Background: an optimization exercise with open tools, aiming at small area and few clock cycles. Do not read the settings as production practice. At most, simulation tests tie the RTL to the original design; equivalence was not proved. The RTL of runs 2, 3 and 6 was laid out without a check of its function. Power and IR drop assume default switching activity.

[flow/run.sh]
#!/bin/bash
# The standard layout, with the smallest buffer on every input and output
# port in place of the one the resizer would pick. The make output goes to
# standard.log; ORFS's own step logs stay under orfs/logs.
set -euo pipefail
export BUFFER_PORTS_ARGS="-buffer_cell sky130_fd_sc_hd__buf_1"
bash standard.sh > standard.log 2>&1
[standard.sh]
#!/bin/bash
# synth_recipe.tcl (not shown) runs the flow's synth.tcl, then flattens the netlist and writes it again
# the make line also repeats each setting of config.mk as NAME=value (left out here)
make -C /OpenROAD-flow-scripts/flow DESIGN_CONFIG=/design/flow/config.mk WORK_HOME=/design/flow/orfs CLKGATE_MAP_FILE= SYNTH_SCRIPT=/design/flow/synth_recipe.tcl "${@:-finish}"
[config.mk]
export PLATFORM = sky130hd
export DESIGN_NAME = sorted_priority_queue
export DESIGN_NICKNAME = sorted_priority_queue
export VERILOG_FILES = /design/flow/design.v
export SDC_FILE = /design/flow/constraint.sdc
export NUM_CORES = 4
export LEC_CHECK = 0
export CAP_MARGIN = 20
export CORE_MARGIN = 2
export CORE_UTILIZATION = 40
export CTS_CLUSTER_DIAMETER = 100
export CTS_CLUSTER_SIZE = 30
export SLEW_MARGIN = 20
[constraint.sdc]
create_clock -name core_clock -period 5.0 [get_ports {clk}]
set_input_delay 1.0000 -clock core_clock [delete_from_list [all_inputs] [get_ports {clk}]]
set_output_delay 1.0000 -clock core_clock [all_outputs]
set_load 0.01 [all_outputs]
[design.v]
package spq_pkg;
  localparam int DEPTH    = 16;
  localparam int KEY_BITS = 16;
  localparam int ID_BITS  = 16;
  localparam int OCC_BITS = 5;
  localparam int RANK_W   = 4;
  localparam logic [DEPTH-1:0] INJ_AT = 16'b1001_0100_1001_0100;
endpackage
module spq_cell (
  input  logic                         do_ins,
  input  logic                         pend,
  input  logic [spq_pkg::RANK_W-1:0]   pend_level,
  input  logic [spq_pkg::OCC_BITS-1:0] count,
  input  logic [spq_pkg::KEY_BITS-1:0] new_key,
  input  logic [spq_pkg::KEY_BITS-1:0] key,
  input  logic [spq_pkg::RANK_W-1:0]   level,
  output logic                         free,
  output logic                         below,
  output logic                         at_count,
  output logic [spq_pkg::RANK_W-1:0]   level_next
);
  logic                       held;
  logic                       lt;
  logic                       raise;
  logic [spq_pkg::RANK_W-1:0] level_now;
  function automatic logic key_lt(input logic [spq_pkg::KEY_BITS-1:0] a,
                                  input logic [spq_pkg::KEY_BITS-1:0] b);
    logic ge;
    ge = 1'b1;
    for (int j = 0; j < spq_pkg::KEY_BITS; j++) begin
      ge = (a[j] & ~b[j]) | (a[j] & ge) | (~b[j] & ge);
    end
    key_lt = ~ge;
  endfunction
  assign held      = pend || ({1'b0, level} < count);
  assign free      = !held;
  assign lt        = key_lt(key, new_key);
  assign below     = held && lt;
  assign at_count  = (level == count[spq_pkg::RANK_W-1:0]);
  assign raise     = held ? lt : at_count;
  assign level_now = pend ? pend_level : level;
  assign level_next = level_now + spq_pkg::RANK_W'(do_ins && raise);
endmodule
module sorted_priority_queue (
  input  logic          clk,
  input  logic          rst,
  input  logic          cmd_valid,
  output logic          cmd_ready,
  input  logic [32:0]   cmd,
  output logic          res_valid,
  input  logic          res_ready,
  output logic [22:0]   res
);
  localparam int N = spq_pkg::DEPTH;
  logic [spq_pkg::OCC_BITS-1:0] count;
  logic [1:0]                   kind;
  logic                         res_free;
  logic                         accept;
  logic                         is_ins;
  logic                         is_full;
  logic                         is_empty;
  logic                         can_ins;
  logic                         do_ins;
  logic                         do_rm;
  logic [N-1:0]                 free;
  logic [N-1:0]                 below;
  logic [N-1:0]                 below_q;
  logic [N-1:0]                 at_count;
  logic [N-1:0]                 inject;
  logic [N-1:0]                 pend_q;
  logic [spq_pkg::RANK_W-1:0]   n_below;
  logic [spq_pkg::RANK_W-1:0]   pend_level;
  logic [spq_pkg::KEY_BITS-1:0] key        [N];
  logic [spq_pkg::ID_BITS-1:0]  id         [N];
  logic [spq_pkg::RANK_W-1:0]   level      [N];
  logic [spq_pkg::RANK_W-1:0]   level_next [N];
  logic [spq_pkg::ID_BITS-1:0]  removed_id;
  always_comb begin
    inject  = '0;
    can_ins = 1'b0;
    for (int i = 0; i < N; i++) begin
      if (spq_pkg::INJ_AT[i]) begin
        inject[i] = free[i] && !can_ins;
        can_ins   = can_ins || free[i];
      end
    end
  end
  assign res_free  = !res_valid || res_ready;
  assign is_ins    = !cmd[32];
  assign is_full   = count[spq_pkg::OCC_BITS-1];
  assign is_empty  = (count == '0);
  assign cmd_ready = res_free && (!is_ins || is_full || can_ins);
  assign accept    = cmd_valid && cmd_ready;
  assign do_ins    = accept && is_ins && !is_full;
  assign do_rm     = accept && !is_ins && !is_empty;
  always_comb begin
    n_below = '0;
    for (int i = 0; i < N; i++) n_below = n_below + spq_pkg::RANK_W'(below_q[i]);
  end
  assign pend_level = spq_pkg::RANK_W'(count) - 1'b1 - n_below;
  for (genvar i = 0; i < N; i++) begin : g_cell
    localparam int NX = (i + 1) % N;
    logic pend;
    if (spq_pkg::INJ_AT[(i + N - 1) % N]) begin : g_pend
      assign pend = pend_q[i];
    end else begin : g_nopend
      assign pend = 1'b0;
    end
    spq_cell u_cell (
      .do_ins     (do_ins),
      .pend       (pend),
      .pend_level (pend_level),
      .count      (count),
      .new_key    (cmd[31:16]),
      .key        (key[i]),
      .level      (level[i]),
      .free       (free[i]),
      .below      (below[i]),
      .at_count   (at_count[i]),
      .level_next (level_next[i])
    );
    always_ff @(posedge clk) begin
      level[NX] <= level_next[i];
    end
    if (spq_pkg::INJ_AT[i]) begin : g_inj
      always_ff @(posedge clk) begin
        if (do_ins && inject[i]) begin
          key[NX] <= cmd[31:16];
          id[NX]  <= cmd[15:0];
        end else begin
          key[NX] <= key[i];
          id[NX]  <= id[i];
        end
      end
    end else begin : g_pass
      always_ff @(posedge clk) begin
        key[NX] <= key[i];
        id[NX]  <= id[i];
      end
    end
  end
  always_ff @(posedge clk) begin
    below_q <= below;
    for (int i = 0; i < N; i++) begin
      pend_q[(i + 1) % N] <= !rst && do_ins && inject[i];
    end
  end
  always_comb begin
    removed_id = '0;
    for (int i = 0; i < N; i++) begin
      if (at_count[i]) removed_id = removed_id | id[i];
    end
  end
  assign res = {kind[1] && !kind[0], kind[0] && !kind[1],
                (&kind) ? removed_id : spq_pkg::ID_BITS'(0), count};
  always_ff @(posedge clk) begin
    if (rst) begin
      count     <= '0;
      res_valid <= 1'b0;
    end else begin
      if (do_ins) count <= count + 1'b1;
      if (do_rm)  count <= count - 1'b1;
      if (accept) begin
        res_valid <= 1'b1;
      end else if (res_ready) begin
        res_valid <= 1'b0;
      end
    end
  end
  always_ff @(posedge clk) begin
    if (accept) begin
      kind <= is_ins ? {is_full, 1'b0} : {!is_empty, 1'b1};
    end
  end
endmodule
==> results of run 1 <==
[registers in the layout, indices dropped and copies added, names as in the netlist]
name,flops
count,5
id,256
below_q,16
g_cell.pend,6
key,256
res_valid,1
kind,2
level,64
[worst max path at each step]
stage	cells past startpoint	to	start	slack, ns
floorplan	15	level[12][3]	below_q[3]	0.77
global placement	15	level[14][3]	below_q[3]	0.23
detailed placement	15	level[4][3]	below_q[3]	0.23
CTS	15	level[9][3]	below_q[3]	0.23
global route	15	level[14][3]	below_q[3]	0.13
finish	8	res[9]	count[3]	0.25
[where the power goes]
part / total, mW / internal, mW / switching, mW / leakage (nW)
Sequential: 8.57 / 7.09 / 1.48 / 5.06
Clock: 2.58 / 1.02 / 1.56 / 0.382
Combinational: 8.19 / 3.44 / 4.75 / 4.68
Total: 19.3 / 11.6 / 7.79 / 10.1
[layout make-up]
class	count	area (um2)
Tap cell	765	957
Sequential cell	606	12200
Clock buffer	27	676
Multi-Input combinational cell	1355	10500
Timing Repair Buffer	115	659
Inverter	105	394
Fill cell	5479	32500
Clock inverter	5	123
[cells in the mapped netlist (all sizes together) (12+ instances only)]
master	count
o21ai	96
a2111oi	15
xnor2	29
nand2	118
a22oi	45
nor2	90
mux2	127
a211oi	26
fa	12
a22o	28
inv	104
a21oi	68
ha	115
and4	17
buf	42
a222oi	40
xor2	12
a31oi	19
clkbuf	72
o22ai	52
nand2b	53
nor2b	89
mux2i	24
maj3	69
a221oi	34
o211ai	15
dfxtp	604
nand3	27
[repair_timing]
item / in CTS / in global routing
endpoints found under the hold margin: 0 / 0
endpoints found under the setup margin: 0 / 6
resized for setup: 0 / 2
[critical path: stages, from the launching register on]
cell	delay [ns]
dfxtp_1	0.47
inv_1	0.51
ha_1	0.52
and4_1	0.54
buf_4	0.35
a221oi_1	0.12
and3_1	0.19
a31oi_1	0.26
buf_1	0.20
[per-layer routing]
| metal | up-vias | wire, um | track usage [%] |
|---|---|---|---|
| li1 | 7906 | - | - |
| met1 | 8052 | 29400 | 28.9 |
| met2 | 478 | 28100 | 32.9 |
| met3 | 100 | 3410 | 2.23 |
| met4 | 2 | 1310 | 4.73 |
| met5 | - | 13 | 0 |
[cells by family (layout without fill, tap and decap cells)]
kind of cell / Yosys count / in the layout / share of synthesized area [%]
xor+xnor: 41 / 41 / 1.53
compound gates: 511 / 511 / 15.6
mux: 151 / 151 / 7.11
fa+ha+maj: 196 / 196 / 10.1
flops: 606 / 606 / 51.7
simple gates: 456 / 456 / 10.1
buf+inv: 219 / 252 / 3.82
==> summary.txt, run 1 <==
register area share after synthesis 51.7%; critical path type reg -> out; DIE HEIGHT 246 um; CTS H-tree lvls 1; Seq cells post-synth 606; via/cell ratio 5.55; final wirelength 62,200 um; CP Max Fanout 17; Place WS 0.234 ns; CP arrival 3.75 ns; CTS tree built; final setup fails 0; Yosys top cell area share 51.5%; core area 57,900 um2; Synth Cell Area 23,500 um2; status finished clean; Min-Delay Path Depth 0; layout cell share with drive strength beyond 1 11.7%; Max Fclk 0.211 GHz; largest net degree at the start of global routing 48; area leader, netlist dfxtp_1; worst path required time around 4 ns; largest cells by area after synthesis dfxtp_1 51%, ha_1 6.1%, mux2_2 6.1%; Slew Viols, Final 0; Cell Count, Final, Fillers Out 2,978; Min Hold Slack about 0.33 ns; worst vdd ir between 1000 and 1500 uV; Hold Buf Count CTS 0; synth unique cells 67; fin area 25,500 um2; Via Count 16,500; commonest non-fill, non-tap cell in the layout dfxtp_1; Port Buf Inserts 61; leakage 10.1 nW; FFs w/ async S/R, synth 0%; Mapped Cells 2,180; worst-margin pin slew 1.01 ns; Reg-to-Reg Start below_q[3]; Die ar. 60,700 um2; Reg2Reg Depth 15; Sum Neg Setup Slack 0 ns; Finished Core Util 43.9%; cell count after placement 2,946; CTS max path bufs 3; cell row count between 80 and 90; final hold violations 0; Slew HR 32.8%; Power Dens Cells 760 nW/um2; grt total ovfl 0; GPL Wtd Cong 0.831; Final Power ~19 mW; DP HPWL 41,700 um; antenna cells 0; Hold EP key[2][4]; commonest cells after routing, fill and taps aside 604 x dfxtp_1, 127 x mux2_2, 116 x nand2_1; Initial Util 40.6%; Die Wd 246 um; P&R area growth vs syn 8.30%; Synth Flop Type dfxtp_1; hold path start key[1][4]; MaxCap Viol Count 0; TritonCTS Sinks around 600; wire per inst 20.9 um; global-route wire length before repair 96,800 um; reg-to-reg endpoint level[9][3]; total global routing track utilization between 20% and 30%; Hold/Removal Path Class reg -> reg; fin crit share 95.0%; vias in the first global route 16,700; NumNets Final approximately 2,400; Crit. End Element output port; startpoint types flip-flop; # IOs 62; DRC 0; R2R Setup Slk 0.38 ns; Worst-Skew Late Latency 0.63 ns; skew final 0.0652 ns; DP Area approximately 25,000 um2; DR pass1 iterations 6; clock slew at reported path FFs 0.11 ns; DR iter-0 viols 1,400; Synth Warn # 9; number of synthesized flops with an enable pin 2; total CTS buffers 26; Syn Area/Cell around 11 um2; Post-CTS Setup Bufs 0; Setup WS post-layout 0.250 ns; Tmin final between 4 and 5 ns; antenna violations before repair 1; Root Buffer clkbuf_16; post-route ant nets 0; RSZ-0062 raised after global routing false
Testbench counts, summed over its fixed seeds: cycles 25,354.
==> run 2, diff against run 1 <==
--- a/design.v
+++ b/design.v
@@ -14,14 +14,14 @@
   input  logic [spq_pkg::KEY_BITS-1:0] new_key,
   input  logic [spq_pkg::KEY_BITS-1:0] key,
   input  logic [spq_pkg::RANK_W-1:0]   level,
+  input  logic                         raised,
   output logic                         free,
+  output logic                         at_count,
   output logic                         below,
-  output logic                         at_count,
   output logic [spq_pkg::RANK_W-1:0]   level_next
 );
   logic                       held;
-  logic                       lt;
-  logic                       raise;
+  logic                       step;
   logic [spq_pkg::RANK_W-1:0] level_now;
   function automatic logic key_lt(input logic [spq_pkg::KEY_BITS-1:0] a,
                                   input logic [spq_pkg::KEY_BITS-1:0] b);
@@ -32,14 +32,13 @@
     end
     key_lt = ~ge;
   endfunction
-  assign held      = pend || ({1'b0, level} < count);
+  assign held      = pend || raised || ({1'b0, level} < count);
   assign free      = !held;
-  assign lt        = key_lt(key, new_key);
-  assign below     = held && lt;
-  assign at_count  = (level == count[spq_pkg::RANK_W-1:0]);
-  assign raise     = held ? lt : at_count;
+  assign at_count  = !pend && !raised && (level == count[spq_pkg::RANK_W-1:0]);
+  assign below     = do_ins && held && key_lt(key, new_key);
+  assign step      = raised || (do_ins && !held && at_count);
   assign level_now = pend ? pend_level : level;
-  assign level_next = level_now + spq_pkg::RANK_W'(do_ins && raise);
+  assign level_next = level_now + spq_pkg::RANK_W'(step);
 endmodule
 module sorted_priority_queue (
   input  logic          clk,
@@ -64,7 +63,7 @@
   logic                         do_rm;
   logic [N-1:0]                 free;
   logic [N-1:0]                 below;
-  logic [N-1:0]                 below_q;
+  logic [N-1:0]                 raised;
   logic [N-1:0]                 at_count;
   logic [N-1:0]                 inject;
   logic [N-1:0]                 pend_q;
@@ -95,7 +94,7 @@
   assign do_rm     = accept && !is_ins && !is_empty;
   always_comb begin
     n_below = '0;
-    for (int i = 0; i < N; i++) n_below = n_below + spq_pkg::RANK_W'(below_q[i]);
+    for (int i = 0; i < N; i++) n_below = n_below + spq_pkg::RANK_W'(raised[i]);
   end
   assign pend_level = spq_pkg::RANK_W'(count) - 1'b1 - n_below;
   for (genvar i = 0; i < N; i++) begin : g_cell
@@ -114,13 +113,15 @@
       .new_key    (cmd[31:16]),
       .key        (key[i]),
       .level      (level[i]),
+      .raised     (raised[i]),
       .free       (free[i]),
       .below      (below[i]),
       .at_count   (at_count[i]),
       .level_next (level_next[i])
     );
     always_ff @(posedge clk) begin
-      level[NX] <= level_next[i];
+      level[NX]  <= level_next[i];
+      raised[NX] <= below[i];
     end
     if (spq_pkg::INJ_AT[i]) begin : g_inj
       always_ff @(posedge clk) begin
@@ -140,7 +141,6 @@
     end
   end
   always_ff @(posedge clk) begin
-    below_q <= below;
     for (int i = 0; i < N; i++) begin
       pend_q[(i + 1) % N] <= !rst && do_ins && inject[i];
     end
==> run.sh (new file) <==
#!/bin/bash
# synth_recipe.tcl (not shown) runs the flow's synth.tcl, then flattens the netlist and writes it again
# the make line also repeats each setting of config.mk as NAME=value (left out here)
make -C /OpenROAD-flow-scripts/flow DESIGN_CONFIG=/design/flow/config.mk WORK_HOME=/design/flow/orfs CLKGATE_MAP_FILE= SYNTH_SCRIPT=/design/flow/synth_recipe.tcl finish
--- a/config.mk
+++ b/config.mk
@@ -8,6 +8,4 @@
 export CAP_MARGIN = 20
 export CORE_MARGIN = 2
 export CORE_UTILIZATION = 40
-export CTS_CLUSTER_DIAMETER = 100
-export CTS_CLUSTER_SIZE = 30
 export SLEW_MARGIN = 20
removed: flow/run.sh
removed: standard.sh
==> summary.txt, run 2 <==
# fillers 5,349 (-2.4%); antenna cells 0 (unchanged); Synth Flop Type dfxtp_1; Slew HR 40.8% (+7.9 points); cell row count 89 (+1.1%); count leader, synth dfxtp_1; grt total ovfl 0 (unchanged); CTS max path bufs 3 (unchanged); Synth Cell Area 24,000 um2 (+2.0%); Hold Buf Count CTS 0 (unchanged); core area 59,100 um2 (+2.1%); total global routing track utilization 22.3% (+2.0 points); CP Max Fanout 16 (-1); DIE HEIGHT 249 um (+0.98%); largest net degree at the start of global routing 35 (-27%); P&R area growth vs syn 16.1%; Max Fclk 0.204 GHz (-3.0%); worst vdd ir 618 uV (-52%); cell count after placement 3,010 (+2.2%); Syn Area/Cell 10.8 um2 (+0.57%); skew final 0.0228 ns (-0.0424 ns); fin crit share 98.0% (+3.0 points); leakage 11.2 nW (+11%); layout cell share with drive strength beyond 1 15.8% (+4.1 points); area leader, netlist dfxtp_1; DRC 0 (unchanged); Root Buffer clkbuf_16; Via Count 17,500 (+5.7%); MaxCap Viol Count 0 (unchanged); Slew Viols, Final 0 (unchanged); DR iter-0 viols 1,388 (-0.86%); Cell Count, Final, Fillers Out 3,121 (+4.8%); GPL Wtd Cong 0.884 (+6.4%); GRT busiest layer met2; Mapped Cells 2,211 (+1.4%); startpoint types flip-flop; post-route ant nets 0 (unchanged); Synth Warn # 9 (unchanged); Place WS -0.0387 ns (-0.273 ns); total CTS buffers 61 (+130%); commonest cells after routing, fill and taps aside 603 x dfxtp_1, 156 x mux2_2, 115 x ha_1; Power Dens Cells 685 nW/um2 (-9.8%); RSZ-0062 raised after global routing true; met2 usage 36.6% (+3.7 points); final wirelength 69,800 um (+12%); Reg-to-Reg Start raised[3]; CTS tree built; logic gate share of total power 31.3% (-11 points); CP arrival 3.90 ns (+0.15 ns); wire per inst 22.4 um (+7.1%); CTS H-tree lvls 2 (+1); global-route wire length before repair 108,000 um (+11%); sequential power share 44.7% (+0.4 points); final hold violations 0 (unchanged); number of synthesized flops with an enable pin 2 (unchanged); TritonCTS Sinks 606 (unchanged); commonest non-fill, non-tap cell in the layout dfxtp_1; final setup fails 0 (unchanged); # IOs 62 (unchanged); Tmin final 4.90 ns (+0.148 ns); part of the power in the clock network 24.0% (+11 points); worst-margin pin slew 0.888 ns (-0.118 ns); status finished clean; Setup WS post-layout 0.102 ns (-0.148 ns); top cells by count, synth 604 x dfxtp_1, 156 x mux2_2, 115 x ha_1, 111 x nand2b_1, 97 x inv_1; Sum Neg Setup Slack 0 ns (unchanged); fraction of power spent switching nets 35.5% (-4.8 points); Die Wd 249 um (+0.98%); register area share after synthesis 50.7% (-1.0 points); P_sw 6.77 mW (-13%); CP Launch Point count[2]; GR Layer Usage met3 2.66% (+0.43 points); Initial Util 40.5% (about the same); biggest regs id: 256 flops, key: 256 flops, level: 64 flops; Finished Core Util 47.1% (+3.1 points); Port Buf Inserts 61 (unchanged); Worst-Skew Late Latency 0.65 ns (+0.02 ns); hold path start key[8][0]; antenna violations before repair 0 (-1); synth unique cells 76 (+13%); DP HPWL 47,300 um (+13%); Yosys top cell area share 50.4% (-1.0 points); NumNets Final 2,469 (+4.0%); critical path type reg -> out; DR pass1 iterations 5 (-1); Min Hold Slack 0.340 ns (+0.0109 ns); largest cells by area after synthesis dfxtp_1 50%, mux2_2 7.3%, ha_1 6.0%; met1 Resource Use GR 30.5% (+1.6 points); Hold/Removal Path Class reg -> reg; vias in the first global route 17,900 (+7.3%); FFs w/ async S/R, synth 0% (unchanged); Crit. End Element output port; Seq cells post-synth 606 (unchanged); via/cell ratio 5.60 (+0.88%); worst path required time 4.00 ns (about the same); clock slew at reported path FFs 0.06 ns (-0.05 ns); Internal 12.3 mW (+6.5%); Die ar. 61,900 um2 (+2.0%)
run 2: timing repair:
action / in CTS / in global routing
endpoints found under the setup margin: 13 / 14
resized for setup: 6 / 4
gates cloned: 0 / 0
buffers inserted: 3 / 2
run 2: cell families (layout without fill, tap and decap cells):
logic type,after synthesis,count (layout),share of synthesized area [%]
buffers and inverters,208,345,3.46
AOI/OAI and AO/OA,507,507,15.4
muxes,193,193,8.89
DFF,606,606,50.7
and+or+nand+nor,466,466,10.4
xor gates and xnor gates,39,39,1.43
adders and majority gates,192,192,9.72
run 2: through the flow:
| step | power (mW) | cell area, um2 |
|---|---|---|
| 2_1_floorplan | 11.9 | 24000 |
| 5_1_grt | 20.1 | 27800 |
| 3_3_place_gp | 14.2 | 25700 |
| 3_5_place_dp | 14.3 | 25700 |
| 6_report | 19.1 | 27800 |
| 4_1_cts | 19.0 | 27800 |
run 2: power by group through the flow:
stage	clock network, mW	logic, mW	registers, mW
global placement	0	5.65	8.52
floorplan	0	3.92	8.01
finish	4.58	5.97	8.52
global route	4.83	6.53	8.77
CTS	4.64	5.90	8.50
detailed placement	0	5.79	8.56
run 2: final cells by class:
class,instances,area (um2),area share [%]
clock buffers,85,1720,6.17
inverters,102,394,1.42
multi-input cells,1397,11100,39.8
clock inverters,21,288,1.03
flip-flops and latches,606,12200,43.7
repair buffers,137,1230,4.41
well taps,773,967,3.48
run 2: routing by layer:
| metal | share of wire [%] | routed length, um | vias up |
|---|---|---|---|
| met1 | 46 | 31900 | 8600 |
| met3 | 5.4 | 3790 | 104 |
| met2 | 46 | 32400 | 498 |
| met5 | 0 | 0 | - |
| li1 | - | - | 8282 |
| met4 | 2.5 | 1770 | 0 |
run 2: worst paths after layout:
| kind | endpoint | slack (ns) | cells past startpoint |
|---|---|---|---|
| worst max-delay path | res[20] | 0.10 | 11 |
| worst min-delay path | key[9][0] | 0.34 | 0 |
| worst max register to register | level[14][3] | 0.22 | 15 |
| worst min register to register | key[9][0] | 0.34 | 0 |
run 2: worst max-delay path: stages, from the launching register on:
cell,delay [ns]
dfxtp_1,0.49
clkinvlp_4,0.21
buf_4,0.21
ha_1,0.30
nand4_1,0.11
nor3_2,0.24
buf_6,0.30
a22o_1,0.19
a221oi_1,0.05
and3_1,0.21
a31oi_1,0.31
clkdlybuf4s50_1,0.61
==> run 3, diff against run 2 <==
--- a/config.mk
+++ b/config.mk
@@ -8,4 +8,6 @@
 export CAP_MARGIN = 20
 export CORE_MARGIN = 2
 export CORE_UTILIZATION = 40
+export CTS_CLUSTER_DIAMETER = 100
+export CTS_CLUSTER_SIZE = 30
 export SLEW_MARGIN = 20
==> summary.txt, run 3 <==
status finished clean; post-route ant nets 0 (unchanged); total CTS buffers 25 (-59%); DP HPWL 47,300 um (unchanged); vias in the first global route 17,400 (-2.7%); Yosys top cell area share 50.4% (unchanged); total global routing track utilization 21.7% (-0.59 points); Root Buffer clkbuf_16; leakage 10.6 nW (-5.4%); DIE HEIGHT 249 um (unchanged); largest net degree at the start of global routing 35 (unchanged); logic gate share of total power 35.1% (+3.8 points); Hold/Removal Path Class reg -> reg; synth unique cells 76 (unchanged); crit path buf inv count 4 (unchanged); largest cells by area after synthesis dfxtp_1 50%, mux2_2 7.3%, ha_1 6.0%; Min Hold Slack 0.347 ns (+0.00620 ns); register area share after synthesis 50.7% (unchanged); final hold violations 0 (unchanged); Hold Buf Count CTS 0 (unchanged); Mapped Cells 2,211 (unchanged); layout cell share with drive strength beyond 1 13.8% (-2.0 points); FFs w/ async S/R, synth 0% (unchanged); Crit. End Element output port; worst-margin pin slew 0.838 ns (-0.0499 ns); NumNets Final 2,434 (-1.4%); wire per inst 22.5 um (+0.56%); core area 59,100 um2 (unchanged); TritonCTS Sinks 606 (unchanged); via/cell ratio 5.65 (+0.90%); P&R area growth vs syn 10.9%; Final Power 17.0 mW (-11%); clock slew at reported path FFs 0.11 ns (+0.05 ns); CTS tree built; skew final 0.0201 ns (-0.00266 ns); Slew Viols, Final 0 (unchanged); top cells by count, synth 604 x dfxtp_1, 156 x mux2_2, 115 x ha_1, 111 x nand2b_1, 97 x inv_1; grt total ovfl 0 (unchanged); Die ar. 61,900 um2 (unchanged); Synth Cell Area 24,000 um2 (unchanged); global-route wire length before repair 105,000 um (-2.2%); Tmin final 4.85 ns (-0.0469 ns); final setup fails 0 (unchanged); antenna violations before repair 0 (unchanged); fin crit share 97.0% (-0.94 points); Synth Warn # 9 (unchanged); area leader, netlist dfxtp_1; Synth Flop Type dfxtp_1; RSZ-0062 raised after global routing false; sequential power share 50.0% (+5.3 points); cell row count 89 (unchanged); CTS max path bufs 3 (unchanged); Via Count 17,200 (-1.4%); number of synthesized flops with an enable pin 2 (unchanged); Die Wd 249 um (unchanged); part of the power in the clock network 14.9% (-9.1 points); CTS H-tree lvls 1 (-1); Slowest Stage Delay on Critical Path 0.57 ns (-0.04 ns); fraction of power spent switching nets 37.2% (+1.7 points); commonest cells after routing, fill and taps aside 602 x dfxtp_1, 156 x mux2_2, 115 x ha_1; DR iter-0 viols 1,363 (-1.8%); startpoint types flip-flop; worst path cell trace clkinvlp_4 -> buf_12 -> ha_1 -> nand4_1 -> nor2_4 -> buf_4 -> a22o_1 -> a221oi_1 -> and3_1 -> a31oi_1 -> clkdlybuf4s50_1; antenna cells 0 (unchanged); CP arrival 3.85 ns (-0.05 ns); MaxCap Viol Count 0 (unchanged); worst path required time 4.00 ns (about the same); # IOs 62 (unchanged); Slew HR 44.1% (+3.3 points); P_sw 6.32 mW (-6.7%); DRC 0 (unchanged); Syn Area/Cell 10.8 um2 (unchanged); critical path type reg -> out; biggest regs id: 256 flops, key: 256 flops, level: 64 flops; Power Dens Cells 639 nW/um2 (-6.7%); Max Fclk 0.206 GHz (+0.97%); Crit-path slowest cell clkdlybuf4s50_1; Seq cells post-synth 606 (unchanged); CP Max Fanout 8 (-8); GPL Wtd Cong 0.884 (unchanged); count leader, synth dfxtp_1; DR pass1 iterations 7 (+2); commonest non-fill, non-tap cell in the layout dfxtp_1; final wirelength 68,600 um (-1.8%); Crit path max-delay family buffers and inverters; Internal 10.7 mW (-13%); worst vdd ir 708 uV (+14%); R2R Setup Slk 0.23 ns (about the same); Worst-Skew Late Latency 0.60 ns (-0.05 ns); Initial Util 40.5% (unchanged); Port Buf Inserts 61 (unchanged)
-- run 3: final timing paths --
check | startpoint | endpoint | cells after the start
worst min register to register | id[3][6] | id[4][6] | 0
worst max register to register | raised[3] | level[12][3] | 15
worst min-delay path | id[3][6] | id[4][6] | 0
worst max-delay path | count[3] | res[13] | 11
-- run 3: cell families after synthesis --
group,Yosys count,share of synthesized area [%]
AND/OR/NAND/NOR,466,10.4
AO/OA/AOI/OAI,507,15.4
XOR/XNOR,39,1.43
multiplexers,193,8.89
adder cells (fa/ha/maj),192,9.72
flip-flops,606,50.7
buffers and inverters,208,3.46
-- run 3: area by class of cell --
cell class | instances | area [um2]
fill | 5448 | 32500
clock inverter | 6 | 90.1
multi-input combinational | 1397 | 11100
inverter | 102 | 394
timing repair buffer | 138 | 1250
clock buffer | 27 | 643
sequential | 606 | 12200
tap | 773 | 967
-- run 3: timing repair --
item | CTS | global route
buffers inserted | 1 | 5
endpoints found under the setup margin | 10 | 23
hold endpoints to repair | 0 | 0
gates cloned | 0 | 0
resized for setup | 5 | 8
-- run 3: per-layer routing --
| metal | wire (um) | GRT usage (%) | part of all wire [%] |
|---|---|---|---|
| met5 | 0 | 0 | 0 |
| met4 | 1530 | 5.82 | 2.2 |
| met3 | 3540 | 1.88 | 5.2 |
| met2 | 31700 | 35.7 | 46 |
| met1 | 31800 | 30.5 | 46 |
-- run 3: through the flow --
| stage | instances | setup TNS (ns) | instance area, um2 | setup slack [ns] | util [%] |
|---|---|---|---|---|---|
| final | 3049 | 0 | 26600 | 0.149 | 45.0 |
| after global routing | 3049 | 0 | 26600 | 0.00695 | 45.0 |
| after CTS | 3044 | 0 | 26500 | 0.00353 | 44.8 |
| after detailed placement | 3010 | -0.120 | 25700 | -0.0387 | 43.5 |
| after global placement | 3010 | 0 | 25700 | 0.177 | 43.5 |
| after floorplan | 2211 | 0 | 24000 | 0.739 | - |
-- run 3: power groups by stage --
| stage | clock (mW) | combinational, mW | sequential [mW] |
|---|---|---|---|
| floorplan | 0 | 3.92 | 8.01 |
| global placement | 0 | 5.65 | 8.52 |
| detailed placement | 0 | 5.79 | 8.56 |
| CTS | 2.60 | 5.89 | 8.48 |
| global route | 2.75 | 6.51 | 8.74 |
| finish | 2.54 | 5.97 | 8.49 |
==> run 4, diff against run 3 <==
--- a/design.v
+++ b/design.v
@@ -14,14 +14,16 @@
   input  logic [spq_pkg::KEY_BITS-1:0] new_key,
   input  logic [spq_pkg::KEY_BITS-1:0] key,
   input  logic [spq_pkg::RANK_W-1:0]   level,
-  input  logic                         raised,
   output logic                         free,
+  output logic                         above,
   output logic                         at_count,
-  output logic                         below,
   output logic [spq_pkg::RANK_W-1:0]   level_next
 );
   logic                       held;
-  logic                       step;
+  logic                       lv_lt;
+  logic                       lv_eq;
+  logic                       lt;
+  logic                       raise;
   logic [spq_pkg::RANK_W-1:0] level_now;
   function automatic logic key_lt(input logic [spq_pkg::KEY_BITS-1:0] a,
                                   input logic [spq_pkg::KEY_BITS-1:0] b);
@@ -32,13 +34,22 @@
     end
     key_lt = ~ge;
   endfunction
-  assign held      = pend || raised || ({1'b0, level} < count);
+  always_comb begin
+    lv_lt = 1'b0;
+    lv_eq = 1'b1;
+    for (int j = spq_pkg::RANK_W - 1; j >= 0; j--) begin
+      lv_lt = lv_lt || (lv_eq && !level[j] && count[j]);
+      lv_eq = lv_eq && (level[j] == count[j]);
+    end
+  end
+  assign held      = pend || count[spq_pkg::OCC_BITS-1] || lv_lt;
   assign free      = !held;
-  assign at_count  = !pend && !raised && (level == count[spq_pkg::RANK_W-1:0]);
-  assign below     = do_ins && held && key_lt(key, new_key);
-  assign step      = raised || (do_ins && !held && at_count);
+  assign lt        = key_lt(key, new_key);
+  assign above     = held && !lt;
+  assign at_count  = lv_eq;
+  assign raise     = held ? lt : at_count;
   assign level_now = pend ? pend_level : level;
-  assign level_next = level_now + spq_pkg::RANK_W'(step);
+  assign level_next = level_now + spq_pkg::RANK_W'(do_ins && raise);
 endmodule
 module sorted_priority_queue (
   input  logic          clk,
@@ -62,12 +73,11 @@
   logic                         do_ins;
   logic                         do_rm;
   logic [N-1:0]                 free;
-  logic [N-1:0]                 below;
-  logic [N-1:0]                 raised;
+  logic [N-1:0]                 above;
+  logic [N-1:0]                 above_q;
   logic [N-1:0]                 at_count;
   logic [N-1:0]                 inject;
   logic [N-1:0]                 pend_q;
-  logic [spq_pkg::RANK_W-1:0]   n_below;
   logic [spq_pkg::RANK_W-1:0]   pend_level;
   logic [spq_pkg::KEY_BITS-1:0] key        [N];
   logic [spq_pkg::ID_BITS-1:0]  id         [N];
@@ -93,10 +103,9 @@
   assign do_ins    = accept && is_ins && !is_full;
   assign do_rm     = accept && !is_ins && !is_empty;
   always_comb begin
-    n_below = '0;
-    for (int i = 0; i < N; i++) n_below = n_below + spq_pkg::RANK_W'(raised[i]);
+    pend_level = '0;
+    for (int i = 0; i < N; i++) pend_level = pend_level + spq_pkg::RANK_W'(above_q[i]);
   end
-  assign pend_level = spq_pkg::RANK_W'(count) - 1'b1 - n_below;
   for (genvar i = 0; i < N; i++) begin : g_cell
     localparam int NX = (i + 1) % N;
     logic pend;
@@ -113,15 +122,13 @@
       .new_key    (cmd[31:16]),
       .key        (key[i]),
       .level      (level[i]),
-      .raised     (raised[i]),
       .free       (free[i]),
-      .below      (below[i]),
+      .above      (above[i]),
       .at_count   (at_count[i]),
       .level_next (level_next[i])
     );
     always_ff @(posedge clk) begin
-      level[NX]  <= level_next[i];
-      raised[NX] <= below[i];
+      level[NX] <= level_next[i];
     end
     if (spq_pkg::INJ_AT[i]) begin : g_inj
       always_ff @(posedge clk) begin
@@ -141,6 +148,7 @@
     end
   end
   always_ff @(posedge clk) begin
+    above_q <= above;
     for (int i = 0; i < N; i++) begin
       pend_q[(i + 1) % N] <= !rst && do_ins && inject[i];
     end
--- a/config.mk
+++ b/config.mk
@@ -7,7 +7,7 @@
 export LEC_CHECK = 0
 export CAP_MARGIN = 20
 export CORE_MARGIN = 2
-export CORE_UTILIZATION = 40
+export CORE_UTILIZATION = 60
 export CTS_CLUSTER_DIAMETER = 100
 export CTS_CLUSTER_SIZE = 30
 export SLEW_MARGIN = 20
==> summary.txt, run 4 <==
Power Dens Cells 551 nW/um2 (-14%); CP Max Fanout 8 (unchanged); DR pass1 iterations 7 (unchanged); skew final 0.0265 ns (+0.00640 ns); CTS max path bufs 3 (unchanged); Crit-path slowest cell dfxtp_1; grt total ovfl 0 (unchanged); total global routing track utilization 30.9% (+9.2 points); fin crit share 96.7% (-0.31 points); Synth Warn # 9 (unchanged); area leader, netlist dfxtp_1; Die Wd 201 um (-19%); GPL Wtd Cong 0.862 (-2.5%); TritonCTS Sinks 606 (unchanged); critical path type reg -> out; worst-margin pin slew 1.00 ns (+0.163 ns); largest net degree at the start of global routing 44 (+26%); P&R area growth vs syn 8.56%; via/cell ratio 6.12 (+8.3%); DRC 0 (unchanged); antenna cells 0 (unchanged); worst path cell trace buf_4 -> ha_1 -> and3_1 -> and2_1 -> buf_4 -> a222oi_1 -> and4_1 -> a21oi_1 -> clkdlybuf4s50_1; largest cells by area after synthesis dfxtp_1 52%, mux2_2 4.7%, o21ai_0 3.1%; global-route wire length before repair 98,100 um (-6.7%); final setup fails 0 (unchanged); final hold violations 0 (unchanged); Slew HR 33.1% (-11 points); RSZ-0062 raised after global routing false; # IOs 62 (unchanged); commonest non-fill, non-tap cell in the layout dfxtp_1; Synth Flop Type dfxtp_1; startpoint types flip-flop; vias in the first global route 16,400 (-5.6%); register area share after synthesis 52.0% (+1.3 points); Initial Util 60.6% (+20 points); NumNets Final 2,296 (-5.7%); status finished clean; leakage 10.0 nW (-5.4%); MaxCap Viol Count 0 (unchanged); Sum Neg Setup Slack 0 ns (unchanged); layout cell share with drive strength beyond 1 12.1% (-1.6 points); Syn Area/Cell 10.8 um2 (about the same); count leader, synth dfxtp_1; DP HPWL 42,900 um (-9.3%); Seq. cell area 12,200 um2 (unchanged); worst vdd ir 387 uV (-45%); clock slew at reported path FFs 0.11 ns (about the same); cell count after placement 2,684 (-11%); DR iter-0 viols 1,408 (+3.3%); CTS H-tree lvls 1 (unchanged); Tmin final 4.84 ns (-0.0154 ns); Die ar. 40,500 um2 (-35%); number of synthesized flops with an enable pin 2 (unchanged); # fillers 3,118 (-43%); Worst-Skew Late Latency 0.61 ns (about the same); Crit. End Element output port; synth unique cells 72 (-5.3%); commonest cells after routing, fill and taps aside 602 x dfxtp_1, 146 x o21ai_0, 102 x inv_1; cell row count 72 (-19%); CP arrival 3.84 ns (about the same); Port Buf Inserts 61 (unchanged); FFs w/ async S/R, synth 0% (unchanged); CTS tree built; total CTS buffers 24 (-4.0%); worst path required time 4.00 ns (about the same); core area 38,600 um2 (-35%); Seq cells post-synth 606 (unchanged); biggest regs id: 256 flops, key: 256 flops, level: 64 flops; Max Fclk 0.207 GHz (+0.32%); Slowest Stage Delay on Critical Path 0.67 ns (+0.10 ns); Mapped Cells 2,155 (-2.5%); multi-input logic area 10,100 um2 (-8.7%); wire per inst 23.1 um (+2.8%); Slew Viols, Final 0 (unchanged); Cell Count, Final, Fillers Out 2,712 (-11%); antenna violations before repair 2 (+2); DIE HEIGHT 201 um (-19%); Root Buffer clkbuf_16; final wirelength 62,700 um (-8.5%); post-route ant nets 0 (unchanged); Hold Buf Count CTS 0 (unchanged); most used cell, CP buf_4; Synth Cell Area 23,400 um2 (-2.6%); top cells by count, synth 604 x dfxtp_1, 146 x o21ai_0, 102 x inv_1, 98 x mux2_2, 85 x clkbuf_1; Yosys top cell area share 51.8% (+1.3 points); Via Count 16,600 (-3.7%); Hold/Removal Path Class reg -> reg
## run 4: cell types whose count changed after synthesis, moves of 24 or more
cell,change
o21ai_0,+76
nand2b_1,-61
ha_1,-59
mux2_2,-58
o22ai_1,+40
xnor2_1,+39
a31oi_1,-34
mux2_4,+26
a21oi_1,-25
and4_1,+24
## run 4: cell families (layout without fill, tap and decap cells)
family / Yosys count / after routing / share of synthesized area, %
AOI/OAI and AO/OA: 566 / 566 / 17.4
xor gates and xnor gates: 84 / 84 / 3.21
adders and majority gates: 136 / 136 / 6.90
buffers and inverters: 250 / 289 / 4.67
DFF: 606 / 606 / 52.0
muxes: 144 / 144 / 7.25
and+or+nand+nor: 369 / 369 / 8.56
## run 4: area by class of cell
class | count | area share [%]
tap | 518 | 2.56
clock inverter | 3 | 0.316
inverter | 114 | 1.69
sequential | 606 | 47.9
clock buffer | 25 | 2.38
timing repair buffer | 147 | 5.20
multi-input combinational | 1299 | 39.9
## run 4: worst max-delay path, delay by kind of cell (launching register included)
family          cells  cell delay [ns]
compound gates      2             0.23
fa+ha+maj           1             0.17
buf+inv             3             1.15
flops               1             0.67
simple gates        3             1.02
## run 4: final timing paths
check | from | to | slack, ns | depth (start not counted)
setup / recovery | count[3] | res[13] | 0.16 | 9
hold / removal | key[9][1] | key[10][1] | 0.35 | 0
setup reg to reg | above_q[11] | level[9][3] | 0.76 | 16
hold reg to reg | key[9][1] | key[10][1] | 0.35 | 0
## run 4: timing repair
item	in CTS	in global routing
setup buffers	0	0
resized for setup	0	1
setup endpoints to repair	0	4
## run 4: power breakdown
part / internal (mW) / leakage (nW) / switching, mW
sequential: 6.36 / 5.06 / 1.11
combinational: 1.88 / 4.63 / 2.18
clock: 0.947 / 0.332 / 1.49
## run 4: routing by layer
metal  track usage [%]  share of wire (%)  wire (um)  vias to the layer above
met4              8.17                2.9       1800                        2
met5                 0              0.026         16                        -
met2              49.0                 44      27800                      525
met3              4.13                6.2       3880                      108
li1                  -                  -          -                     7840
met1              44.7                 47      29300                     8121
## run 4: metrics by stage
step | utilization [%] | setup WS [ns] | hold slack [ns] | cell area [um2] | total power, mW
after CTS | 65.8 | 0.0558 | 0.346 | 25400 | 14.0
after detailed placement | 64.0 | 0.615 | 0.335 | 24700 | 11.5
after floorplan | - | 1.10 | 0.330 | 23400 | 9.90
after global routing | 65.8 | 0.0335 | 0.351 | 25400 | 14.7
final | 65.8 | 0.165 | 0.350 | 25400 | 14.0
after global placement | 64.0 | 0.619 | 0.332 | 24700 | 11.4
Testbench counts of run 4, summed over its fixed seeds: cycles 25,354.
==> run 5, diff against run 4 <==
==> flow/run.sh (new file) <==
#!/bin/bash
# The standard layout, with the smallest buffer on every input and output
# port in place of the one the resizer would pick. The make output goes to
# standard.log; ORFS's own step logs stay under orfs/logs.
set -euo pipefail
export BUFFER_PORTS_ARGS="-buffer_cell sky130_fd_sc_hd__buf_1"
bash standard.sh > standard.log 2>&1
==> standard.sh (new file) <==
#!/bin/bash
# synth_recipe.tcl (not shown) runs the flow's synth.tcl, then flattens the netlist and writes it again
# the make line also repeats each setting of config.mk as NAME=value (left out here)
make -C /OpenROAD-flow-scripts/flow DESIGN_CONFIG=/design/flow/config.mk WORK_HOME=/design/flow/orfs CLKGATE_MAP_FILE= SYNTH_SCRIPT=/design/flow/synth_recipe.tcl "${@:-finish}"
removed: run.sh
==> summary.txt, run 5 <==
DP HPWL 42,300 um (-1.5%); fin crit share 90.2% (-6.5 points); CP Launch Point count[2]; commonest cells after routing, fill and taps aside 603 x dfxtp_1, 146 x o21ai_0, 102 x inv_1; final setup fails 0 (unchanged); status finished clean; core area 38,600 um2 (unchanged); Power Dens Cells 556 nW/um2 (+0.91%); CTS tree built; P&R area growth vs syn 5.96%; number of synthesized flops with an enable pin 2 (unchanged); largest cells by area after synthesis dfxtp_1 52%, mux2_2 4.7%, o21ai_0 3.1%; Seq cells post-synth 606 (unchanged); # IOs 62 (unchanged); GPL Wtd Cong 0.860 (-0.17%); register area share after synthesis 52.0% (unchanged); total global routing track utilization 30.6% (-0.34 points); hold path start key[8][3]; CP Max Fanout 15 (+7); Finished Core Util 64.2% (-1.6 points); Via Count 16,600 (+0.0060%); leakage 9.73 nW (-2.8%); Hold/Removal Path Class reg -> reg; global-route wire length before repair 97,700 um (-0.46%); Synth Cell Area 23,400 um2 (unchanged); top cells by count, synth 604 x dfxtp_1, 146 x o21ai_0, 102 x inv_1, 98 x mux2_2, 85 x clkbuf_1; Post-CTS Setup Bufs 0 (unchanged); commonest non-fill, non-tap cell in the layout dfxtp_1; Die Wd 201 um (unchanged); antenna violations before repair 2 (unchanged); DR iter-0 viols 1,352 (-4.0%); RSZ-0062 raised after global routing false; cell count after placement 2,663 (-0.78%); Slew HR 21.2% (-12 points); CTS H-tree lvls 1 (unchanged); worst-margin pin slew 1.18 ns (+0.181 ns); Root Buffer clkbuf_16; crit path buf inv count 3 (unchanged); Final Power 13.8 mW (-1.5%); Crit-path slowest cell and4_1; area leader, netlist dfxtp_1; Cell Count, Final, Fillers Out 2,691 (-0.77%); worst path cell trace buf_4 -> xnor2_1 -> and4_1 -> buf_4 -> a22o_1 -> a221oi_1 -> and4_1 -> a21oi_1 -> buf_1; Crit path max-delay family simple AND/OR/NAND/NOR gates; Crit. End Element output port; Slew Viols, Final 0 (unchanged); Mapped Cells 2,155 (unchanged); Port Buf Inserts 61 (unchanged); Hold Buf Count CTS 0 (unchanged); CTS max path bufs 3 (unchanged); final hold violations 0 (unchanged); total CTS buffers 24 (unchanged); CP arrival 3.51 ns (-0.33 ns); TritonCTS Sinks 606 (unchanged); NumNets Final 2,275 (-0.91%); vias in the first global route 16,400 (-0.29%); Sum Neg Setup Slack 0 ns (unchanged); grt total ovfl 0 (unchanged); worst path required time 4.00 ns (about the same); DR pass1 iterations 6 (-1); worst vdd ir 415 uV (+7.4%); Synth Flop Type dfxtp_1; Slowest Stage Delay on Critical Path 0.64 ns (-0.03 ns); post-route ant nets 0 (unchanged); biggest regs id: 256 flops, key: 256 flops, level: 64 flops; Reg-to-Reg Start above_q[11]; DRC 0 (unchanged); Syn Area/Cell 10.8 um2 (unchanged); startpoint types flip-flop; DIE HEIGHT 201 um (unchanged); cell row count 72 (unchanged); Max Fclk 0.222 GHz (+7.3%); skew final 0.0331 ns (+0.00659 ns); Place WS 0.631 ns (+0.0163 ns); layout cell share with drive strength beyond 1 11.2% (-0.94 points); Synth Warn # 9 (unchanged); Setup WS post-layout 0.492 ns (+0.327 ns); largest net degree at the start of global routing 50 (+14%); MaxCap Viol Count 0 (unchanged); Initial Util 60.6% (unchanged); Tmin final 4.51 ns (-0.327 ns); synth unique cells 72 (unchanged); count leader, synth dfxtp_1; Worst-Skew Late Latency 0.60 ns (about the same); clock slew at reported path FFs 0.12 ns (about the same); Yosys top cell area share 51.8% (unchanged); via/cell ratio 6.17 (+0.79%); final wirelength 62,600 um (-0.24%); critical path type reg -> out; wire per inst 23.3 um (+0.54%); Post-CTS Resized 0 (unchanged); FFs w/ async S/R, synth 0% (unchanged); Die ar. 40,500 um2 (unchanged)
run 5: cell counts after synthesis:
Identical to the previous run, type by type.
run 5: area by class of cell:
| cell class | instances | area, um2 |
|---|---|---|
| timing repair buffer | 126 | 729 |
| sequential | 606 | 12200 |
| clock inverter | 2 | 60.1 |
| multi-input combinational | 1299 | 10100 |
| clock buffer | 25 | 604 |
| antenna | 1 | 2.50 |
| tap | 518 | 648 |
| fill | 3283 | 13800 |
| inverter | 114 | 428 |
run 5: worst reg2reg max path, stage by stage, from the launching register on:
cell	delay [ns]
dfxtp_1	0.34
fa_1	0.54
inv_1	0.05
fa_1	0.48
inv_1	0.05
fa_1	0.49
inv_1	0.05
fa_1	0.47
inv_1	0.05
ha_1	0.21
fa_1	0.44
xnor2_1	0.14
buf_4	0.17
nand2_1	0.08
o21ai_0	0.13
nand3b_1	0.22
xor2_1	0.17
run 5: path summary, 6_finish.rpt:
kind,to,slack (ns),cells after the start
min reg2reg,key[9][3],0.34,0
min,key[9][3],0.34,0
max,res[6],0.49,9
max reg2reg,level[9][3],0.82,16
run 5: through the flow:
step	hold slack, ns	area [um2]
2_1_floorplan	0.330	23400
3_3_place_gp	0.333	24100
3_5_place_dp	0.336	24100
4_1_cts	0.349	24700
5_1_grt	0.349	24700
6_report	0.342	24700
run 5: kinds of logic after synthesis:
family          share of synthesized area, %
buf+inv                                 4.67
simple gates                            8.56
compound gates                          17.4
xor+xnor                                3.21
mux                                     7.25
fa+ha+maj                               6.90
flops                                   52.0
run 5: power breakdown:
group          total [mW]  switching [mW]  internal, mW
logic                3.88            2.13          1.74
clock network        2.37            1.48         0.895
registers            7.51            1.15          6.36
total                13.8            4.76          9.00
run 5: per-layer routing:
metal / up-vias / GRT usage (%) / share of wire (%)
li1: 7799 / - / -
met1: 8189 / 44.9 / 47
met2: 521 / 48.2 / 45
met3: 86 / 3.79 / 6.0
met4: 2 / 7.48 / 2.3
met5: - / 0 / 0.026
==> run 6, diff against run 5 <==
--- a/design.v
+++ b/design.v
@@ -11,29 +11,30 @@
   input  logic                         pend,
   input  logic [spq_pkg::RANK_W-1:0]   pend_level,
   input  logic [spq_pkg::OCC_BITS-1:0] count,
-  input  logic [spq_pkg::KEY_BITS-1:0] new_key,
+  input  logic [spq_pkg::KEY_BITS-1:0] new_key_n,
   input  logic [spq_pkg::KEY_BITS-1:0] key,
   input  logic [spq_pkg::RANK_W-1:0]   level,
+  input  logic                         raised,
   output logic                         free,
-  output logic                         above,
   output logic                         at_count,
+  output logic                         below,
   output logic [spq_pkg::RANK_W-1:0]   level_next
 );
   logic                       held;
+  logic                       step;
   logic                       lv_lt;
   logic                       lv_eq;
-  logic                       lt;
-  logic                       raise;
   logic [spq_pkg::RANK_W-1:0] level_now;
-  function automatic logic key_lt(input logic [spq_pkg::KEY_BITS-1:0] a,
-                                  input logic [spq_pkg::KEY_BITS-1:0] b);
-    logic ge;
-    ge = 1'b1;
-    for (int j = 0; j < spq_pkg::KEY_BITS; j++) begin
-      ge = (a[j] & ~b[j]) | (a[j] & ge) | (~b[j] & ge);
-    end
-    key_lt = ~ge;
-  endfunction
+  logic [spq_pkg::KEY_BITS:0] ge;
+  assign ge[0] = 1'b1;
+  for (genvar j = 0; j < spq_pkg::KEY_BITS; j++) begin : g_cmp
+    spq_maj u_maj (
+      .a (key[j]),
+      .b (new_key_n[j]),
+      .c (ge[j]),
+      .y (ge[j+1])
+    );
+  end
   always_comb begin
     lv_lt = 1'b0;
     lv_eq = 1'b1;
@@ -42,14 +43,21 @@
       lv_eq = lv_eq && (level[j] == count[j]);
     end
   end
-  assign held      = pend || count[spq_pkg::OCC_BITS-1] || lv_lt;
-  assign free      = !held;
-  assign lt        = key_lt(key, new_key);
-  assign above     = held && !lt;
-  assign at_count  = lv_eq;
-  assign raise     = held ? lt : at_count;
-  assign level_now = pend ? pend_level : level;
-  assign level_next = level_now + spq_pkg::RANK_W'(do_ins && raise);
+  assign held       = pend || count[spq_pkg::OCC_BITS-1] || lv_lt;
+  assign free       = !held;
+  assign at_count   = lv_eq;
+  assign below      = do_ins && held && !ge[spq_pkg::KEY_BITS];
+  assign step       = raised || (do_ins && !held && at_count);
+  assign level_now  = pend ? pend_level : level;
+  assign level_next = level_now + spq_pkg::RANK_W'(step);
+endmodule
+module spq_maj (
+  input  logic a,
+  input  logic b,
+  input  logic c,
+  output logic y
+);
+  assign y = (a & b) | (a & c) | (b & c);
 endmodule
 module sorted_priority_queue (
   input  logic          clk,
@@ -73,11 +81,12 @@
   logic                         do_ins;
   logic                         do_rm;
   logic [N-1:0]                 free;
-  logic [N-1:0]                 above;
-  logic [N-1:0]                 above_q;
+  logic [N-1:0]                 below;
+  logic [N-1:0]                 raised;
   logic [N-1:0]                 at_count;
   logic [N-1:0]                 inject;
   logic [N-1:0]                 pend_q;
+  logic [spq_pkg::RANK_W-1:0]   n_below;
   logic [spq_pkg::RANK_W-1:0]   pend_level;
   logic [spq_pkg::KEY_BITS-1:0] key        [N];
   logic [spq_pkg::ID_BITS-1:0]  id         [N];
@@ -103,9 +112,10 @@
   assign do_ins    = accept && is_ins && !is_full;
   assign do_rm     = accept && !is_ins && !is_empty;
   always_comb begin
-    pend_level = '0;
-    for (int i = 0; i < N; i++) pend_level = pend_level + spq_pkg::RANK_W'(above_q[i]);
+    n_below = '0;
+    for (int i = 0; i < N; i++) n_below = n_below + spq_pkg::RANK_W'(raised[i]);
   end
+  assign pend_level = spq_pkg::RANK_W'(count) - 1'b1 - n_below;
   for (genvar i = 0; i < N; i++) begin : g_cell
     localparam int NX = (i + 1) % N;
     logic pend;
@@ -119,16 +129,18 @@
       .pend       (pend),
       .pend_level (pend_level),
       .count      (count),
-      .new_key    (cmd[31:16]),
+      .new_key_n  (~cmd[31:16]),
       .key        (key[i]),
       .level      (level[i]),
+      .raised     (raised[i]),
       .free       (free[i]),
-      .above      (above[i]),
+      .below      (below[i]),
       .at_count   (at_count[i]),
       .level_next (level_next[i])
     );
     always_ff @(posedge clk) begin
-      level[NX] <= level_next[i];
+      level[NX]  <= level_next[i];
+      raised[NX] <= below[i];
     end
     if (spq_pkg::INJ_AT[i]) begin : g_inj
       always_ff @(posedge clk) begin
@@ -148,7 +160,6 @@
     end
   end
   always_ff @(posedge clk) begin
-    above_q <= above;
     for (int i = 0; i < N; i++) begin
       pend_q[(i + 1) % N] <= !rst && do_ins && inject[i];
     end
==> flow/run.sh (replaced) <==
#!/bin/bash
# The standard layout, with two changes: synthesis keeps spq_maj, the
# key compare's majority step, as a module of its own until the netlist is
# flattened, so each step maps to one majority cell; and the smallest buffer
# goes on every input and output port in place of the one the resizer would
# pick. The make output goes to standard.log; ORFS's own step logs stay under
# orfs/logs.
set -euo pipefail
export SYNTH_KEEP_MODULES=spq_maj
export BUFFER_PORTS_ARGS="-buffer_cell sky130_fd_sc_hd__buf_1"
bash standard.sh > standard.log 2>&1
==> summary.txt, run 6 <==
antenna violations before repair 2 (unchanged); CP Max Fanout 7 (-8); final setup fails 16 (+16); Setup WS post-layout -0.984 ns (-1.48 ns); DIE HEIGHT 199 um (-1.2%); clock slew at reported path FFs 0.11 ns (about the same); commonest cells after routing, fill and taps aside 604 x dfxtp_1, 256 x maj3_2, 148 x mux2_2; FFs w/ async S/R, synth 0% (unchanged); sequential power share 53.8% (-0.8 points); CTS H-tree lvls 1 (unchanged); reg-to-reg endpoint raised[5]; Slew Viols, Final 0 (unchanged); Hold Buf Count CTS 0 (unchanged); Die ar. 39,500 um2 (-2.4%); skew final 0.0255 ns (-0.00762 ns); wire per inst 21.7 um (-6.8%); Synth Flop Type dfxtp_1; worst-margin pin slew 0.935 ns (-0.247 ns); startpoint types input pin; MaxCap Viol Count 0 (unchanged); Violated Checks negative setup slack; P_sw 4.45 mW (-6.6%); DP HPWL 35,200 um (-17%); Syn Area/Cell 12.7 um2 (+17%); largest net degree at the start of global routing 50 (unchanged); TritonCTS Sinks 606 (unchanged); Synth Cell Area 22,800 um2 (-2.5%); cell row count 71 (-1.4%); NumNets Final 2,025 (-11%); biggest regs id: 256 flops, key: 256 flops, level: 64 flops; # fillers 2,952 (-10%); top cells by count, synth 604 x dfxtp_1, 256 x maj3_2, 148 x mux2_2, 67 x ha_1; synth unique cells 68 (-5.6%); vias in the first global route 14,100 (-14%); core area 37,500 um2 (-2.8%); Worst-Skew Late Latency 0.59 ns (about the same); DRC 0 (unchanged); area leader, netlist dfxtp_1; Internal 9.23 mW (+2.5%); crit path capture raised[12]; Port Buf Inserts 61 (unchanged); Final Power 13.7 mW (-0.62%); Seq cells post-synth 606 (unchanged); cell count after placement 2,387 (-10%); logic gate share of total power 28.9% (+0.7 points); Yosys top cell area share 53.1% (+1.3 points); CTS tree built; fin crit share 120% (+30 points); GPL Wtd Cong 0.860 (about the same); number of synthesized flops with an enable pin 2 (unchanged); status complete, but fails checks; Root Buffer clkbuf_16; CP Launch Point cmd[16]; Hold/Removal Path Class reg -> reg; Synth Warn # 9 (unchanged); DR pass1 iterations 6 (unchanged); commonest non-fill, non-tap cell in the layout dfxtp_1; part of the power in the clock network 17.3% (about the same); layout cell share with drive strength beyond 1 31.3% (+20 points); Cell Count, Final, Fillers Out 2,424 (-9.9%); Reg2Reg Depth 17 (+1); CTS max path bufs 3 (unchanged); DR iter-0 viols 854 (-37%); Max Fclk 0.167 GHz (-25%); Tmin final 5.98 ns (+1.48 ns); Mapped Cells 1,796 (-17%); RSZ-0062 raised after global routing true; via/cell ratio 5.78 (-6.3%); worst path required time 5.52 ns (+1.52 ns); Power Dens Cells 551 nW/um2 (-0.94%); R2R Setup Slk -0.50 ns (-1.32 ns); largest cells by area after synthesis dfxtp_1 53%, maj3_2 13%, mux2_2 7.3%; Via Count 14,000 (-16%); final hold violations 0 (unchanged); fraction of power spent switching nets 32.5% (-2.1 points); grt total ovfl 0 (unchanged); Reg-to-Reg Start key[4][0]; total global routing track utilization 26.8% (-3.8 points); Initial Util 60.8% (+0.18 points); leakage 9.95 nW (+2.2%); P&R area growth vs syn 9.00%; critical path type in -> reg; global-route wire length before repair 81,200 um (-17%); Crit. End Element flip-flop; count leader, synth dfxtp_1; final wirelength 52,500 um (-16%); worst vdd ir 284 uV (-32%); register area share after synthesis 53.4% (+1.3 points); total CTS buffers 24 (unchanged); Die Wd 199 um (-1.2%); post-route ant nets 0 (unchanged); CP arrival 6.50 ns (+2.99 ns); # IOs 62 (unchanged); Slew HR 37.7% (+16 points)
run 6: changes by cell type in the layout (fill, tap and decap cells not counted), moves of 50 or more:
cell     previous run  this run
maj3_2              0       256
mux2_2             98       148
nor2b_1            70         9
nor2_1             71        20
maj3_1             69         7
o22ai_1            78         6
o21ai_0           146        37
run 6: cells by family (layout without fill, tap and decap cells):
group                    Yosys count  count (layout)  synth area share [%]
AO/OA/AOI/OAI                    232             232                  8.14
XOR/XNOR                          77              77                  2.96
adder cells (fa/ha/maj)          342             342                  17.7
buffers and inverters            137             238                  2.68
flip-flops                       606             606                  53.4
multiplexers                     203             203                  10.4
other                              1              17                0.0165
AND/OR/NAND/NOR                  198             198                  4.71
run 6: worst min-delay path by stage:
stage                  to       start  slack, ns  depth (start not counted)
5_1_grt        id[12][10]  id[11][10]       0.35                          0
3_5_place_dp     id[4][0]    id[3][0]       0.34                          0
2_1_floorplan   id[12][0]   id[11][0]       0.33                          0
4_1_cts         id[9][12]   id[8][12]       0.35                          0
6_report        id[1][13]   id[0][13]       0.35                          0
3_3_place_gp     id[1][1]    id[0][1]       0.33                          0
run 6: stage by stage:
stage | utilization [%] | TNS (ns) | worst slack [ns] | hold slack [ns] | area [um2]
4_1_cts | 66.1 | -13.62 | -0.946 | 0.352 | 24800
2_1_floorplan | - | -11.86 | -0.767 | 0.330 | 22800
5_1_grt | 66.2 | -16.32 | -1.08 | 0.348 | 24800
3_5_place_dp | 64.0 | -25.81 | -1.68 | 0.336 | 24000
3_3_place_gp | 64.0 | -25.53 | -1.66 | 0.333 | 24000
6_report | 66.2 | -14.36 | -0.984 | 0.352 | 24800
run 6: Yosys stat by module (local to each module, per instance):
module,cells inside,area (um2),flip-flops and latches,times used
sorted_priority_queue,1540,19900,606,1
spq_maj,1,11.3,0,256
run 6: routing by layer:
| layer | up-vias | part of all wire [%] | GRT usage, % | wire length (um) |
|---|---|---|---|---|
| met2 | 353 | 47 | 44.7 | 24900 |
| met1 | 6899 | 45 | 36.4 | 23400 |
| li1 | 6679 | - | - | - |
| met4 | 2 | 2.4 | 6.88 | 1280 |
| met5 | - | 0.030 | 0 | 16 |
| met3 | 75 | 5.4 | 3.98 | 2850 |
run 6: layout make-up:
| type | count | area (um2) | share of cell area (%) |
|---|---|---|---|
| clock buffers | 26 | 639 | 2.58 |
| well taps | 511 | 639 | 2.58 |
| multi-input cells | 1068 | 10200 | 41.0 |
| diodes | 1 | 2.50 | 0.0101 |
| inverters | 63 | 246 | 0.993 |
| clock inverters | 3 | 30.0 | 0.121 |
| repair buffers | 146 | 938 | 3.78 |
| flip-flops and latches | 606 | 12200 | 48.9 |
run 6: critical path, cell delays in order:
cell        delay [ns]
buf_8             0.08
clkinvlp_4        0.11
buf_4             0.16
buf_6             0.13
buf_4             0.13
maj3_2            0.30
maj3_2            0.31
maj3_2            0.30
maj3_2            0.30
maj3_2            0.30
maj3_2            0.30
maj3_2            0.29
maj3_2            0.30
maj3_2            0.31
maj3_2            0.29
maj3_2            0.30
maj3_2            0.29
maj3_2            0.29
maj3_2            0.32
maj3_2            0.30
maj3_2            0.30
nor3_2            0.10
run 6: repair_timing:
item,4_1_cts,5_1_grt
pin swaps,18,19
buffers inserted,2,4
endpoints found under the hold margin,0,0
gates resized for setup,16,3
endpoints found under the setup margin,16,16
run 6: power by group through the flow:
stage	Sequential [mW]	Combinational [mW]	Clock (mW)
detailed placement	7.45	3.91	0
floorplan	7.14	2.71	0
global placement	7.42	3.85	0
global route	7.53	4.26	2.58
CTS	7.36	3.94	2.43
finish	7.35	3.96	2.37

-- static timing again, ports no longer ideal --
In the flow no input, the clock included, has a driving cell. The finished layouts below were timed again as built, in two steps. Step 1, drivers: a clkbuf_16 drives clk and a buf_2 each remaining input, both assumed. Step 2 also shifts input and output timing later by t, the mid clock arrival at the registers, as if the neighbouring blocks saw the same clock. Slacks: no drivers / after step 1 / after step 2; pairs: no drivers / after step 1.
| run | shift t [ns] | setup slack, ns | worst register clock-pin slew, ns |
|---|---|---|---|
| run 1 | 0.656 | 0.250 / 0.193 / 0.380 | 0.12 / 0.12 |
| run 2 | 0.699 | 0.102 / 0.043 / 0.222 | 0.07 / 0.07 |
| run 3 | 0.647 | 0.149 / 0.090 / 0.233 | 0.12 / 0.12 |
| run 4 | 0.656 | 0.165 / 0.105 / 0.541 | 0.12 / 0.12 |
| run 5 | 0.641 | 0.492 / 0.436 / 0.618 | 0.12 / 0.12 |
| run 6 | 0.632 | -0.984 / -0.981 / -1.613 | 0.12 / 0.12 |
For run 6, which loses most, drivers alone change the setup slack by +0.003 ns; drivers and shift together by -0.629 ns.
